What follows belongs to an exercise in optimizing a design on an open flow for small area; a production flow would make more cautious choices. The RTL was checked by simulation tests, not by an equivalence proof against the original design. Power figures rest on the tool's default switching activity, not on a simulated workload.

==> design/flow/design.v <==
`default_nettype none
package uart_dbg_pkg;
  typedef logic [7:0] byte_t;
  localparam byte_t CMD_READ  = 8'h11;
  localparam byte_t CMD_WRITE = 8'h12;
  localparam byte_t CMD_EXEC  = 8'h13;
  localparam byte_t CODE_ACK = 8'h06;
  localparam byte_t CODE_EOT = 8'h04;
  localparam byte_t CODE_EOC = 8'h14;
  localparam int unsigned FIELD_BYTES = 8;
  localparam int unsigned EXIT_BYTES  = 4;
  localparam int unsigned ENTRY_WIDTH = 64;
  localparam int unsigned LEN_WIDTH   = 16;
endpackage
`default_nettype wire
`timescale 1ns/1ps
`default_nettype none
module baud_timer #(
  parameter int unsigned CLKS_PER_BIT = 16
) (
  input  logic clk,
  input  logic rst_i,
  input  logic run_i,
  input  logic half_i,
  output logic tick_o
);
  localparam int unsigned CW = $clog2(CLKS_PER_BIT);
  localparam logic [CW-1:0] FULL_LOAD = CW'(CLKS_PER_BIT - 1);
  localparam logic [CW-1:0] HALF_LOAD = CW'(CLKS_PER_BIT / 2 - 1);
  logic [CW-1:0] cnt_q;
  always_ff @(posedge clk) begin
    if (rst_i) begin
      cnt_q <= FULL_LOAD;
    end else if (!run_i) begin
      cnt_q <= half_i ? HALF_LOAD : FULL_LOAD;
    end else if (cnt_q == '0) begin
      cnt_q <= FULL_LOAD;
    end else begin
      cnt_q <= cnt_q - 1'b1;
    end
  end
  assign tick_o = run_i && (cnt_q == '0);
endmodule
`default_nettype wire
`timescale 1ns/1ps
`default_nettype none
module uart_rx #(
  parameter int unsigned CLKS_PER_BIT = 16
) (
  input  logic                clk,
  input  logic                rst_i,
  input  logic                rx_i,
  output logic                rx_valid_o,
  output uart_dbg_pkg::byte_t rx_byte_o
);
  typedef enum logic [1:0] {RX_IDLE, RX_START, RX_DATA, RX_STOP} rx_state_e;
  rx_state_e           state_q;
  logic [2:0]          sync_q;
  logic [2:0]          bit_cnt_q;
  uart_dbg_pkg::byte_t shift_q;
  logic                rx_s;
  logic                fall;
  logic                tick;
  assign rx_s = sync_q[1];
  assign fall = sync_q[2] && !sync_q[1];
  baud_timer #(
    .CLKS_PER_BIT ( CLKS_PER_BIT )
  ) i_baud_timer (
    .clk    ( clk                  ),
    .rst_i  ( rst_i                ),
    .run_i  ( state_q != RX_IDLE   ),
    .half_i ( 1'b1                 ),
    .tick_o ( tick                 )
  );
  always_ff @(posedge clk) begin
    if (rst_i) begin
      sync_q    <= 3'b111;
      state_q   <= RX_IDLE;
      bit_cnt_q <= '0;
    end else begin
      sync_q <= {sync_q[1:0], rx_i};
      case (state_q)
        RX_IDLE: begin
          if (fall) state_q <= RX_START;
        end
        RX_START: begin
          if (tick) begin
            state_q   <= rx_s ? RX_IDLE : RX_DATA;
            bit_cnt_q <= '0;
          end
        end
        RX_DATA: begin
          if (tick) begin
            bit_cnt_q <= bit_cnt_q + 1'b1;
            if (bit_cnt_q == 3'd7) state_q <= RX_STOP;
          end
        end
        default: begin
          if (tick) state_q <= RX_IDLE;
        end
      endcase
    end
  end
  always_ff @(posedge clk) begin
    if (state_q == RX_DATA && tick) begin
      shift_q <= {rx_s, shift_q[7:1]};
    end
  end
  assign rx_valid_o = (state_q == RX_STOP) && tick && rx_s;
  assign rx_byte_o  = shift_q;
endmodule
`default_nettype wire
`timescale 1ns/1ps
`default_nettype none
module uart_tx #(
  parameter int unsigned CLKS_PER_BIT = 16
) (
  input  logic                clk,
  input  logic                rst_i,
  input  logic                tx_valid_i,
  input  uart_dbg_pkg::byte_t tx_byte_i,
  output logic                tx_ready_o,
  output logic                tx_o
);
  logic       busy_q;
  logic [3:0] bit_cnt_q;
  logic [8:0] shift_q;
  logic       tx_q;
  logic       tick;
  baud_timer #(
    .CLKS_PER_BIT ( CLKS_PER_BIT )
  ) i_baud_timer (
    .clk    ( clk    ),
    .rst_i  ( rst_i  ),
    .run_i  ( busy_q ),
    .half_i ( 1'b0   ),
    .tick_o ( tick   )
  );
  always_ff @(posedge clk) begin
    if (rst_i) begin
      busy_q    <= 1'b0;
      bit_cnt_q <= '0;
      tx_q      <= 1'b1;
    end else if (!busy_q) begin
      if (tx_valid_i) begin
        busy_q    <= 1'b1;
        bit_cnt_q <= '0;
        tx_q      <= 1'b0;   
      end
    end else if (tick) begin
      tx_q      <= shift_q[0];
      bit_cnt_q <= bit_cnt_q + 1'b1;
      if (bit_cnt_q == 4'd9) busy_q <= 1'b0;
    end
  end
  always_ff @(posedge clk) begin
    if (!busy_q && tx_valid_i) begin
      shift_q <= {1'b1, tx_byte_i};
    end else if (busy_q && tick) begin
      shift_q <= {1'b1, shift_q[8:1]};
    end
  end
  assign tx_ready_o = !busy_q;
  assign tx_o       = tx_q;
endmodule
`default_nettype wire
`timescale 1ns/1ps
`default_nettype none
module dbg_mem #(
  parameter int unsigned MEM_AW = 8
) (
  input  logic                clk,
  input  logic                mem_en_i,
  input  logic                mem_we_i,
  input  logic [MEM_AW-1:0]   mem_addr_i,
  input  uart_dbg_pkg::byte_t mem_wdata_i,
  output uart_dbg_pkg::byte_t mem_rdata_o
);
  localparam int unsigned DEPTH = 2 ** MEM_AW;
  uart_dbg_pkg::byte_t mem_q [DEPTH];
  always_ff @(posedge clk) begin
    if (mem_en_i) begin
      if (mem_we_i) begin
        mem_q[mem_addr_i] <= mem_wdata_i;
      end else begin
        mem_rdata_o <= mem_q[mem_addr_i];
      end
    end
  end
endmodule
`default_nettype wire
`timescale 1ns/1ps
`default_nettype none
module dbg_cmd_fsm #(
  parameter int unsigned MEM_AW = 8
) (
  input  logic                                      clk,
  input  logic                                      rst_i,
  input  logic                                      rx_valid_i,
  input  uart_dbg_pkg::byte_t                       rx_byte_i,
  output logic                                      tx_valid_o,
  output uart_dbg_pkg::byte_t                       tx_byte_o,
  input  logic                                      tx_ready_i,
  output logic                                      mem_en_o,
  output logic                                      mem_we_o,
  output logic [MEM_AW-1:0]                         mem_addr_o,
  output uart_dbg_pkg::byte_t                       mem_wdata_o,
  input  uart_dbg_pkg::byte_t                       mem_rdata_i,
  output logic                                      exec_valid_o,
  output logic [uart_dbg_pkg::ENTRY_WIDTH-1:0]      exec_addr_o,
  input  logic                                      done_i,
  input  logic [8*uart_dbg_pkg::EXIT_BYTES-1:0]     exit_code_i
);
  localparam int unsigned LEN_BYTES = uart_dbg_pkg::LEN_WIDTH / 8;
  localparam int unsigned XCW       = $clog2(uart_dbg_pkg::EXIT_BYTES + 1);
  localparam logic [3:0] EXEC_LAST = 4'(uart_dbg_pkg::FIELD_BYTES - 1);
  localparam logic [3:0] RW_LAST   = 4'(2 * uart_dbg_pkg::FIELD_BYTES - 1);
  localparam logic [3:0] LEN_FIRST = 4'(uart_dbg_pkg::FIELD_BYTES);
  localparam logic [3:0] LEN_END   = 4'(uart_dbg_pkg::FIELD_BYTES + LEN_BYTES);
  typedef enum logic [2:0] {
    S_IDLE, S_HDR, S_ACK, S_WRITE, S_RD_FETCH, S_RD_SEND, S_LAST, S_EOC
  } state_e;
  state_e                                  state_q;
  uart_dbg_pkg::byte_t                     cmd_q;
  logic [3:0]                              byte_cnt_q;
  logic [uart_dbg_pkg::ENTRY_WIDTH-1:0]    entry_q;
  logic [uart_dbg_pkg::LEN_WIDTH-1:0]      len_q;
  logic [MEM_AW-1:0]                       addr_q;
  logic [8*uart_dbg_pkg::EXIT_BYTES-1:0]   exit_q;
  logic [XCW-1:0]                          exit_cnt_q;
  logic                                    done_pend_q;
  logic                                    tx_valid_q;
  uart_dbg_pkg::byte_t                     tx_byte_q;
  logic                                    tx_accept;
  logic                                    hdr_last;
  logic                                    len_last;
  assign tx_accept = tx_valid_o && tx_ready_i;
  assign hdr_last  = (cmd_q == uart_dbg_pkg::CMD_EXEC) ? (byte_cnt_q == EXEC_LAST)
                                                        : (byte_cnt_q == RW_LAST);
  assign len_last  = (len_q == uart_dbg_pkg::LEN_WIDTH'(1));
  always_ff @(posedge clk) begin
    if (rst_i) begin
      state_q     <= S_IDLE;
      byte_cnt_q  <= '0;
      exit_cnt_q  <= '0;
      done_pend_q <= 1'b0;
      tx_valid_q  <= 1'b0;
    end else begin
      if (done_i && state_q != S_EOC) begin
        exit_q      <= exit_code_i;
        done_pend_q <= 1'b1;
      end
      case (state_q)
        S_IDLE: begin
          if (rx_valid_i) begin
            if (rx_byte_i == uart_dbg_pkg::CODE_ACK) begin
              tx_valid_q <= 1'b1;
              tx_byte_q  <= uart_dbg_pkg::CODE_ACK;
              state_q    <= S_LAST;
            end else if (rx_byte_i == uart_dbg_pkg::CMD_READ ||
                         rx_byte_i == uart_dbg_pkg::CMD_WRITE ||
                         rx_byte_i == uart_dbg_pkg::CMD_EXEC) begin
              cmd_q      <= rx_byte_i;
              byte_cnt_q <= '0;
              state_q    <= S_HDR;
            end
          end else if (done_pend_q) begin
            done_pend_q <= 1'b0;
            exit_cnt_q  <= '0;
            tx_valid_q  <= 1'b1;
            tx_byte_q   <= uart_dbg_pkg::CODE_EOC;
            state_q     <= S_EOC;
          end
        end
        S_HDR: begin
          if (rx_valid_i) begin
            byte_cnt_q <= byte_cnt_q + 1'b1;
            if (byte_cnt_q < LEN_FIRST) begin
              entry_q <= {rx_byte_i, entry_q[uart_dbg_pkg::ENTRY_WIDTH-1:8]};
            end else if (byte_cnt_q < LEN_END) begin
              len_q <= {rx_byte_i, len_q[uart_dbg_pkg::LEN_WIDTH-1:8]};
            end
            if (hdr_last) begin
              tx_valid_q <= 1'b1;
              tx_byte_q  <= uart_dbg_pkg::CODE_ACK;
              state_q    <= S_ACK;
            end
          end
        end
        S_ACK: begin
          if (tx_accept) begin
            tx_valid_q <= 1'b0;
            addr_q     <= entry_q[MEM_AW-1:0];
            if (cmd_q == uart_dbg_pkg::CMD_EXEC) begin
              state_q <= S_IDLE;
            end else if (len_q == '0) begin
              tx_valid_q <= 1'b1;
              tx_byte_q  <= uart_dbg_pkg::CODE_EOT;
              state_q    <= S_LAST;
            end else begin
              state_q <= (cmd_q == uart_dbg_pkg::CMD_WRITE) ? S_WRITE : S_RD_FETCH;
            end
          end
        end
        S_WRITE: begin
          if (rx_valid_i) begin
            addr_q <= addr_q + 1'b1;
            len_q  <= len_q - 1'b1;
            if (len_last) begin
              tx_valid_q <= 1'b1;
              tx_byte_q  <= uart_dbg_pkg::CODE_EOT;
              state_q    <= S_LAST;
            end
          end
        end
        S_RD_FETCH: begin
          addr_q  <= addr_q + 1'b1;
          state_q <= S_RD_SEND;
        end
        S_RD_SEND: begin
          if (tx_accept) begin
            len_q <= len_q - 1'b1;
            if (len_last) begin
              tx_valid_q <= 1'b1;
              tx_byte_q  <= uart_dbg_pkg::CODE_EOT;
              state_q    <= S_LAST;
            end else begin
              state_q <= S_RD_FETCH;
            end
          end
        end
        S_LAST: begin
          if (tx_accept) begin
            tx_valid_q <= 1'b0;
            state_q    <= S_IDLE;
          end
        end
        default: begin
          if (tx_accept) begin
            if (exit_cnt_q == XCW'(uart_dbg_pkg::EXIT_BYTES)) begin
              tx_valid_q <= 1'b0;
              state_q    <= S_IDLE;
            end else begin
              tx_byte_q  <= exit_q[7:0];
              exit_q     <= exit_q >> 8;
              exit_cnt_q <= exit_cnt_q + 1'b1;
            end
          end
        end
      endcase
    end
  end
  assign tx_valid_o = tx_valid_q || (state_q == S_RD_SEND);
  assign tx_byte_o  = (state_q == S_RD_SEND) ? mem_rdata_i : tx_byte_q;
  assign mem_en_o    = (state_q == S_WRITE && rx_valid_i) || (state_q == S_RD_FETCH);
  assign mem_we_o    = (state_q == S_WRITE);
  assign mem_addr_o  = addr_q;
  assign mem_wdata_o = rx_byte_i;
  assign exec_valid_o = (state_q == S_ACK) && tx_ready_i && (cmd_q == uart_dbg_pkg::CMD_EXEC);
  assign exec_addr_o  = entry_q;
endmodule
`default_nettype wire
`timescale 1ns/1ps
`default_nettype none
module uart_dbg_top #(
  parameter int unsigned CLKS_PER_BIT = 16,
  parameter int unsigned MEM_AW       = 5
) (
  input  logic                                  clk,
  input  logic                                  rst_i,
  input  logic                                  uart_rx_i,
  output logic                                  uart_tx_o,
  output logic                                  exec_valid_o,
  output logic [uart_dbg_pkg::ENTRY_WIDTH-1:0]  exec_addr_o,
  input  logic                                  done_i,
  input  logic [8*uart_dbg_pkg::EXIT_BYTES-1:0] exit_code_i
);
  logic                rx_valid;
  uart_dbg_pkg::byte_t rx_byte;
  logic                tx_valid;
  uart_dbg_pkg::byte_t tx_byte;
  logic                tx_ready;
  logic                mem_en;
  logic                mem_we;
  logic [MEM_AW-1:0]   mem_addr;
  uart_dbg_pkg::byte_t mem_wdata;
  uart_dbg_pkg::byte_t mem_rdata;
  uart_rx #(
    .CLKS_PER_BIT ( CLKS_PER_BIT )
  ) i_uart_rx (
    .clk        ( clk       ),
    .rst_i      ( rst_i     ),
    .rx_i       ( uart_rx_i ),
    .rx_valid_o ( rx_valid  ),
    .rx_byte_o  ( rx_byte   )
  );
  uart_tx #(
    .CLKS_PER_BIT ( CLKS_PER_BIT )
  ) i_uart_tx (
    .clk        ( clk       ),
    .rst_i      ( rst_i     ),
    .tx_valid_i ( tx_valid  ),
    .tx_byte_i  ( tx_byte   ),
    .tx_ready_o ( tx_ready  ),
    .tx_o       ( uart_tx_o )
  );
  dbg_cmd_fsm #(
    .MEM_AW ( MEM_AW )
  ) i_dbg_cmd_fsm (
    .clk          ( clk          ),
    .rst_i        ( rst_i        ),
    .rx_valid_i   ( rx_valid     ),
    .rx_byte_i    ( rx_byte      ),
    .tx_valid_o   ( tx_valid     ),
    .tx_byte_o    ( tx_byte      ),
    .tx_ready_i   ( tx_ready     ),
    .mem_en_o     ( mem_en       ),
    .mem_we_o     ( mem_we       ),
    .mem_addr_o   ( mem_addr     ),
    .mem_wdata_o  ( mem_wdata    ),
    .mem_rdata_i  ( mem_rdata    ),
    .exec_valid_o ( exec_valid_o ),
    .exec_addr_o  ( exec_addr_o  ),
    .done_i       ( done_i       ),
    .exit_code_i  ( exit_code_i  )
  );
  dbg_mem #(
    .MEM_AW ( MEM_AW )
  ) i_dbg_mem (
    .clk         ( clk       ),
    .mem_en_i    ( mem_en    ),
    .mem_we_i    ( mem_we    ),
    .mem_addr_i  ( mem_addr  ),
    .mem_wdata_i ( mem_wdata ),
    .mem_rdata_o ( mem_rdata )
  );
endmodule
`default_nettype wire
==> design/flow/run.sh <==
#!/bin/bash
# synth_recipe.tcl (not shown) runs the flow's synth.tcl, then flattens the netlist and writes it again
# the make line also repeats each setting of config.mk as NAME=value (left out here)
make -C /OpenROAD-flow-scripts/flow DESIGN_CONFIG=/design/flow/config.mk WORK_HOME=/design/flow/orfs CLKGATE_MAP_FILE= SYNTH_SCRIPT=/design/flow/synth_recipe.tcl finish
==> design/flow/config.mk <==
export PLATFORM = sky130hd
export DESIGN_NAME = uart_dbg_top
export DESIGN_NICKNAME = uart_dbg_top
export VERILOG_FILES = /design/flow/design.v
export SDC_FILE = /design/flow/constraint.sdc
export NUM_CORES = 4
export LEC_CHECK = 0
export CAP_MARGIN = 20
export CORE_MARGIN = 2
export CORE_UTILIZATION = 40
export SLEW_MARGIN = 20
==> design/flow/constraint.sdc <==
create_clock -name core_clock -period 10.0 [get_ports {clk}]
set_input_delay 2.0000 -clock core_clock [delete_from_list [all_inputs] [get_ports {clk}]]
set_output_delay 2.0000 -clock core_clock [all_outputs]
set_load 0.01 [all_outputs]
==> run notes <==
## logic make-up after synthesis
group / Yosys count / share of synthesized area
AO/OA/AOI/OAI: 152 / 0.0515
XOR/XNOR: 24 / 0.0117
adder cells (fa/ha/maj): 22 / 0.0153
buffers and inverters: 76 / 0.0173
flip-flops: 447 / 0.725
multiplexers: 100 / 0.100
AND/OR/NAND/NOR: 300 / 0.0791
## layout by cell type (no fill, tap or decap), drive strengths merged, types with 14 or more instances in the layout
cell type	count
ha	22
dfxtp	34
nor2	81
buf	17
inv	24
clkbuf	57
nand3	14
mux2i	33
nand2	113
o21ai	59
clkinv	21
a21oi	33
edfxtp	413
xnor2	16
a22oi	32
mux4	64
clkdlybuf4s50	101
## routing by layer
metal / routed length, um / vias to the layer above / share of wire
met3: 1920 / 57 / 0.049
met2: 18900 / 249 / 0.48
met4: 818 / 0 / 0.021
met5: 0 / - / 0
li1: - / 4583 / -
met1: 17500 / 5123 / 0.45
## final timing paths
path / start / depth (start not counted) / to / slack, ns
worst max-delay path: i_dbg_cmd_fsm.state_q[1] / 4 / exec_valid_o / 5.15
worst min-delay path: i_uart_rx.i_baud_timer.cnt_q[0] / 1 / i_uart_rx.i_baud_timer.cnt_q[0] / 0.40
worst max register to register: i_uart_rx.state_q[0] / 7 / i_dbg_mem.mem_q[26][5] / 6.45
worst min register to register: i_uart_rx.i_baud_timer.cnt_q[0] / 1 / i_uart_rx.i_baud_timer.cnt_q[0] / 0.40
## layout make-up
class	instances	area share
Tap cell	592	0.0348
Clock buffer	57	0.0586
Inverter	23	0.00406
Multi-Input combinational cell	598	0.220
Sequential cell	447	0.615
Clock inverter	27	0.0129
Timing Repair Buffer	118	0.0541
## registers in the layout, indices dropped and copies added, names as in the netlist, 16 cells and up
register and cells:
i_dbg_cmd_fsm.entry_q 64, i_dbg_cmd_fsm.len_q 16, i_dbg_cmd_fsm.exit_q 32, i_dbg_mem.mem_q 256
## through the flow
| step | hold slack, ns | utilization |
|---|---|---|
| after floorplan | 0.366 | - |
| after global placement | 0.379 | 0.444 |
| after detailed placement | 0.380 | 0.444 |
| after CTS | 0.395 | 0.478 |
| after global routing | 0.412 | 0.479 |
| final | 0.396 | 0.479 |
## power breakdown
part | switching [mW] | internal (mW)
Combinational | 0.290 | 0.207
Sequential | 0.0771 | 2.11
Clock | 0.729 | 0.972
## worst max-delay path: cells and delay by family (launching register included)
family,cells,cell delay [ns]
simple gates,3,0.93
flops,1,0.73
buf+inv,1,0.62
==> flow_metrics.tcl <==
set metrics [dict create \
    cts.path.max_buffers 3 \
    cts-resized-gates 0 \
    netlist_area_sq_mm 0.0180 \
    syn_area_per_cell_sq_um 16.1 \
    rsz0062_at_grt "no" \
    power_mw 4.38 \
    max_freq_mhz 206 \
    slowest_delay_ns 0.73 \
    ir_drop_mv 0.148 \
    grt_pass1_vias 9924 \
    detail-route-antenna-nets 0 \
    post_layout_nonfiller_instances 1862 \
    core_region_area_sq_mm 0.0444 \
    vias 10012 \
    grt-busiest-layer "met2" \
    netlist_instances 1121 \
    firstDrtPassIters 5 \
    slew-limit-headroom 0.293 \
    finalHoldViolations 0 \
    io_pins 102 \
    antenna_cells 0 \
    netlist.area_leader.share 0.687 \
    cts_num_sinks 447 \
    yosys.area.top_type "edfxtp_1" \
    final-max-slew-violation-count 0 \
    io_buffers 101 \
    startpoint_type "flip-flop" \
    endpoint_kind "primary output" \
    wl_mm 39.1 \
    cts_tree "yes" \
    yosysMostFrequentCell "edfxtp_1" \
    die_x_um 216 \
    use_met3 0.0247 \
    placedInstanceArea_sq_mm 0.0197 \
    min_period_ns 4.85 \
    die-area_sq_mm 0.0468 \
    synthArstFlopShare 0 \
    powerDensity_mw_per_mm2 206 \
    yosys-top-cells-area "edfxtp_1, mux4_2, dfxtp_1" \
    start_util 0.406 \
    use_met2 0.271 \
    worst_pin_slew_ns 1.05 \
    track_usage 0.167 \
    root_buffer "clkbuf_16" \
    dp_cells 1777 \
    place.gp.congestion 0.854 \
    die_h_um 216 \
    outcome "timing/DRC/antenna clean" \
    cts_hold_buffers 0 \
    final_area_sq_mm 0.0213 \
    ys_warn_count 5 \
    clock_skew_ns 0.0198 \
    regArea_sq_mm 0.0131 \
    first_iter_violations 912 \
    fillCellCount 3729 \
    synth-seq-cells 447 \
    synth_edf_count 413 \
    ys_seq_area_frac 0.725 \
    syn_to_final_growth_pct 17.9 \
    synth.top_cells.by_count "edfxtp_1, nand2_1, nor2_1" \
    wire_per_inst_um 21.0 \
    setup_viol 0 \
    overflow 0 \
    dp_hpwl_mm 24.7 \
    drive_gt1_frac 0.131 \
    antenna_found_initial 0 \
    synthFlopType "edfxtp_1" \
    timing.final.ws_setup_ns 5.15 \
    holdCritPathClass "flip-flop to flip-flop" \
    critPathSlowestCell "dfxtp_1" \
    fin_tns_setup_ns 0 \
    num_rows 77 \
    drcViolationCount 0 \
    crit_type "flip-flop to primary output" \
    grt_start_max_net_pins 65 \
    crit_chain "nor2b_1 > nand2_1 > nor3b_1 > clkdlybuf4s50_1" \
    clk_pin_slew_worst_paths_ns 0.07 \
    cp_max_fo 21 \
    multi_input_area_sq_mm 0.00468 \
    grtUsageMet1 0.237 \
    cp.required_ns 8.00 \
    maxCapViolCount 0 \
    htree_levels 2 \
    pre_cts_ws_ns 5.76 \
    insertion_delay_ns 0.58 \
    grt_first_pass_wirelength_mm 60.1 \
    fin_crit_sh 0.485 \
    fin_nets 1291 \
    synthDistinctLibCells 56 \
    arrival_ns 2.85 \
    post_cts_buffers 0 \
    numCtsBuffers 45 \
    power_leakage_nw 6.98 \
    vias_per_cell 5.38 \
    syn_nets 1179 \
]

afterwards: timing with drivers on the ports:
The results above use ideal ports. As a check the final layout listed here was re-extracted and re-timed, cells and wires unchanged.
Step 1 assumes that a clkbuf_16 drives the clock port and a buf_2 every other input.
Step 2, shift: input delay + t, output delay - t, t = (earliest + latest rising clock arrival at the registers) / 2. This alone moves slack from input paths to output paths.
a / b / c = ideal / step 1 / step 2; a / b = the first two.
t, ns: 0.621
setup slack, ns: 5.150 / 5.097 / 5.718
worst data-port slew with drivers (ns): 0.07
cell pins on the clock port's net: 1
After both steps setup and hold are still met in this run. The setup slack of this run moves by -0.053 ns with the drivers and by +0.568 ns with both steps.
